Context: an optimization exercise on an open-source flow, tuned for small area, a short achievable clock period and few clock cycles per item. The choices shown serve that exercise and are no tape-out recipe. In this exercise RTL edits were held to simulation tests only and were not proved equivalent to the original. Power and IR drop assume default switching activity.

### config.mk
export PLATFORM = sky130hd
export DESIGN_NAME = poly1305_reduce
export DESIGN_NICKNAME = poly1305_reduce
export VERILOG_FILES = /design/flow/design.v
export SDC_FILE = /design/flow/constraint.sdc
export NUM_CORES = 4
export LEC_CHECK = 0
export CAP_MARGIN = 20
export CORE_MARGIN = 2
export CORE_UTILIZATION = 40
export SLEW_MARGIN = 20
### constraint.sdc
create_clock -name core_clock -period 6.0 [get_ports {clk}]
set_input_delay 1.2000 -clock core_clock [delete_from_list [all_inputs] [get_ports {clk}]]
set_output_delay 1.2000 -clock core_clock [all_outputs]
set_load 0.01 [all_outputs]
### design.v
package poly1305_pkg;
  localparam int P_W = 259;
  localparam int H_W = 130;
endpackage
module poly1305_fold5
(
  input  logic [129:0] lo,
  input  logic [128:0] hi,
  output logic [131:0] sum
);
  assign sum = {2'b00, lo} + {3'b000, hi} + {1'b0, hi, 2'b00};
endmodule
import poly1305_pkg::*;
module poly1305_reduce
(
  input  logic           clk,
  input  logic           rst,
  input  logic           start,
  input  logic [P_W-1:0] P,
  output logic [H_W-1:0] H,
  output logic           ready,
  output logic           busy
);
  logic [131:0] fold_sum;
  logic [131:0] x;
  logic [1:0]   q;
  logic [4:0]   k1;
  logic [5:0]   low_sum;
  logic         c;
  logic [4:0]   k;
  poly1305_fold5 u_fold (
    .lo  (P[129:0]),
    .hi  (P[258:130]),
    .sum (fold_sum)
  );
  always_ff @(posedge clk) begin
    x <= fold_sum;
  end
  always_ff @(posedge clk or posedge rst) begin
    if (rst) ready <= 1'b0;
    else     ready <= start;
  end
  assign busy = 1'b0;
  assign q       = x[131:130];
  assign k1      = 5'(q) * 5'd5 + 5'd5;
  assign low_sum = {1'b0, x[4:0]} + {1'b0, k1};
  assign c       = (&x[129:5]) & low_sum[5];
  assign k       = c ? k1 : 5'(q) * 5'd5;
  assign H       = x[129:0] + 130'(k);
endmodule
### run.sh
#!/bin/bash
# synth_recipe.tcl (not shown) runs the flow's synth.tcl, then flattens the netlist and writes it again
# the make line also repeats each setting of config.mk as NAME=value (left out here)
make -C /OpenROAD-flow-scripts/flow DESIGN_CONFIG=/design/flow/config.mk WORK_HOME=/design/flow/orfs CLKGATE_MAP_FILE= SYNTH_SCRIPT=/design/flow/synth_recipe.tcl finish
==> impl_metrics.csv <==
group,metric,value,unit
run_status,status,"finished with violations",
run_status,violations,"setup timing",
die,die_h,245,µm
setup_path,worstPathArrival,6260,ps
global_route,grt_pass1_vias,33200,
timing,rsz0062_at_grt,"true",
synthesis,synth_top_area_share,14.6,%
setup_path,cpMostUsedCell,"nand3_1",
clock_tree,cts_root_buf,"clkbuf_16",
route,routed_wl,139,mm
timing,worst_pin_slew,1380,ps
synthesis,netlist_area,23200,µm²
die,placementRows,88,
pwr,p_leak,0.0212,µW
synthesis,synth_warnings,1,
global_route,grt_pass1_wl,188,mm
pwr,p_comb_share,79.9,%
placed_design,portBuffers,392,
synthesis,ys.flop_type,"dfxtp_1",
route,drc,0,
route,vias_per_cell,5.89,
synthesis,synthTopCellsByArea,"ha_1 (15%), dfxtp_1 (11%), a21oi_1 (8.9%), xnor2_1 (8.4%), nand2_1 (6.2%)",
min_path,hold_class,"in2async",
die,start_util,40.3,%
timing,maxSlewHeadroom,7.24,%
pwr,power.share.sequential,12.4,%
clock_tree,clockBufferDepth,2,
final_layout,fin_util,78.3,%
route,via_count,35800,
setup_path,cp_slowest_stage_delay,790,ps
global_route,track_usage,40.0,%
final_layout,stdcell_area,45000,µm²
route,ant_nets,0,
synthesis,ys_seq_area_share,11.5,%
synthesis,avgSynthCellArea,6.91,µm²
global_route,antenna_found_initial,7,
clock_tree,htree_levels,4,
setup_path,required,4800,ps
clock_tree,numCtsBuffers,17,
synthesis,synthArstFlopShare,0.752,%
setup_path,cp_max_fo,4,
synthesis,synth_edf_count,0,
clock_tree,cts_sinks,133,
route,drt-pass1-iter-count,6,
setup_path,cp_cell_sequence,"nand3_1 -> nor4_1 -> buf_4 -> and4_1 -> nand3_1 -> nand4b_1 -> buf_6 -> xnor2_2 -> ha_2 -> fa_2 -> a21o_1 -> a21oi_2 -> nor2b_1 -> o21a_2 -> and4_4 -> and4_4 -> nand2_8 -> nor3_4 -> buf_4 -> and3_4 -> nand3_1 -> xnor2_1 -> buf_2",
clock_tree,clkTransAtPathRegs,70,ps
setup_path,timing.critical_path.buf_inv,4,
pwr,p_switching,6640,µW
final_layout,area_growth,94.1,%
timing,fin_crit_sh,124,%
flow_run,cap_violations,0,
die,core,57500,µm²
synthesis,synth.net_count,3892,
synthesis,yosysTopAreaCell,"ha_1",
pwr,clkPwrFrac,7.8,%
timing,hold_violations,0,
timing,fmax,0.134,GHz
setup_path,timing.critical_path.from,"x[7]$_DFF_P_",
die,die_area,59900,µm²
pwr,swShare,47.2,%
final_layout,drive_gt1_share,46.0,%
timing,fin_ws,-1460,ps
setup_path,slowest_stage,"xnor2_1",
timing,setup_viol,169,
placed_design,dp_slack,-1410,ps
pwr,p_int,7430,µW
setup_path,path_class,"reg2out",
setup_path,critPathCaptureType,"output pin",
pwr,irDropWorstVdd,0.281,mV
timing,fin_setup_tns,-56390,ps
placed_design,hpwl,105,mm
placed_design,routabilityCongestion,1.07,
global_route,grt_max_degree,17,
pwr,p_per_area,313,nW/µm²
setup_path,worstSetupStartpointType,"register",
die,die_x,245,µm
clock_tree,cts_tree,"built",
timing,fin_crit,7460,ps
synthesis,yosys.cell_types.count,88,
timing,drv_slew,0,
route,routedWlPerCell,22.9,µm
die,io_pins,394,
placed_design,placed_cell_area,38700,µm²
setup_path,crit_family,"simple AND/OR/NAND/NOR gates",
route,drt-initial-drc-count,3876,
global_route,gr-total-overflow,0,
synthesis,ys_ff_latch,133,
synthesis,syn_inst,3356,
final_layout,final_nets,5841,
==> power by group through the flow <==
stage          Combinational [µW]  Clock, µW  Sequential, µW
2_1_floorplan                3770          0            1730
3_3_place_gp                 9480          0            1680
3_5_place_dp                 9530          0            1690
4_1_cts                      9800       1080            1670
5_1_grt                     11700       1130            1760
6_report                    11200       1090            1740
==> cell families (layout without fill, tap and decap cells) <==
kind of cell	count (synthesis)	count (layout)	synth area share [%]
buffers and inverters	230	2192	3.81
DFF	133	133	11.5
and+or+nand+nor	1216	1216	25.1
other	1	6	0.0162
xor gates and xnor gates	380	380	14.4
adders and majority gates	274	274	14.9
AOI/OAI and AO/OA	1122	1122	30.4
==> cell usage after synthesis, types with 19 or more instances <==
cell type / instances
nor3_1: 90
o21ai_0: 223
nand2_1: 380
a21o_1: 138
nor2_1: 278
dfxtp_1: 132
a21boi_0: 19
a31oi_1: 27
a21oi_1: 414
nand2b_1: 29
nor2b_1: 21
o21a_1: 38
nand4_1: 147
ha_1: 271
xor2_1: 157
o21bai_1: 78
clkbuf_1: 110
nor4_1: 26
and2_1: 22
and3_1: 45
inv_1: 106
nand3_1: 110
xnor2_1: 223
==> cell usage in the layout, fill, tap and decap left out, types with 58 or more instances in the layout <==
master           count
a21o_1             138
a21oi_1            320
a21oi_2             78
buf_4             1576
buf_6              149
clkdlybuf4s50_1    179
dfxtp_1            128
ha_1               213
inv_1              100
nand2_1            325
nand3_1             86
nand4_1            147
nor2_1             212
nor3_1              58
o21ai_0            153
o21bai_1            72
xnor2_1            178
xor2_1             142
==> layout make-up <==
cell class,instances,area (µm²)
timing repair buffer,2054,16600
antenna,5,12.5
sequential,133,2680
clock buffer,18,429
clock inverter,14,163
multi-input combinational,2993,23700
fill,4019,12500
inverter,106,398
tap,765,957
==> worst paths after layout <==
kind                                    to  slack, ps  cells after the start
max                                 H[128]      -1460                     23
min                        ready$_DFF_PP0_        900                      2
max in group asynchronous  ready$_DFF_PP0_       5010                      2
min in group core_clock       x[0]$_DFF_P_       1070                      2
==> sequential cells by signal (all words and copies together) (netlist names) <==
register	flops
x	132
ready	1
==> timing repair <==
action                     4_1_cts  5_1_grt
setup buffers                  102      109
gates resized for setup        721      826
hold buffers                     0        0
gates cloned                     0        0
setup endpoints to repair      201      197
pin swaps                      185      354
==> through the flow <==
step                power [µW]  hold WS (ps)  instances
floorplan                 5500           929       3356
global placement         11200          1340       5863
detailed placement       11200          1340       5863
CTS                      12500           878       5993
global route             14600           914       6085
finish                   14100           897       6088
==> routing by layer <==
metal | share of wire [%] | vias to the layer above | track usage, %
met5 | 0.037 | - | 0
met4 | 6.3 | 8 | 17.0
met3 | 10 | 619 | 5.99
met2 | 44 | 2219 | 65.6
met1 | 39 | 16800 | 52.2
li1 | - | 16200 | -
Testbench counts, summed over its fixed seeds: cycles 1,600, items 1,600.

## port drivers added, routing unchanged
The flow's constraints put no driver on any port. The routed layout listed below was extracted and timed again, unchanged, in two steps. Step 1 (the two cells are an assumption about what drives the block):
set clk [get_ports {clk}]
set_driving_cell -lib_cell sky130_fd_sc_hd__clkbuf_16 $clk
set_driving_cell -lib_cell sky130_fd_sc_hd__buf_2 [delete_from_list [all_inputs] $clk]
Step 2 also shifts input and output timing later by t, the mid clock arrival at the registers, as if the neighbouring blocks saw the same clock. Slacks: no drivers / after step 1 / after step 2; pairs: no drivers / after step 1.
t, ns: 0.505
slack for setup (ns): -1.457 / -1.521 / -1.016
latest minus earliest clock arrival (ns): 0.015 / 0.014
For this run, drivers alone change the setup slack by -0.064 ns; drivers and shift together by +0.441 ns.
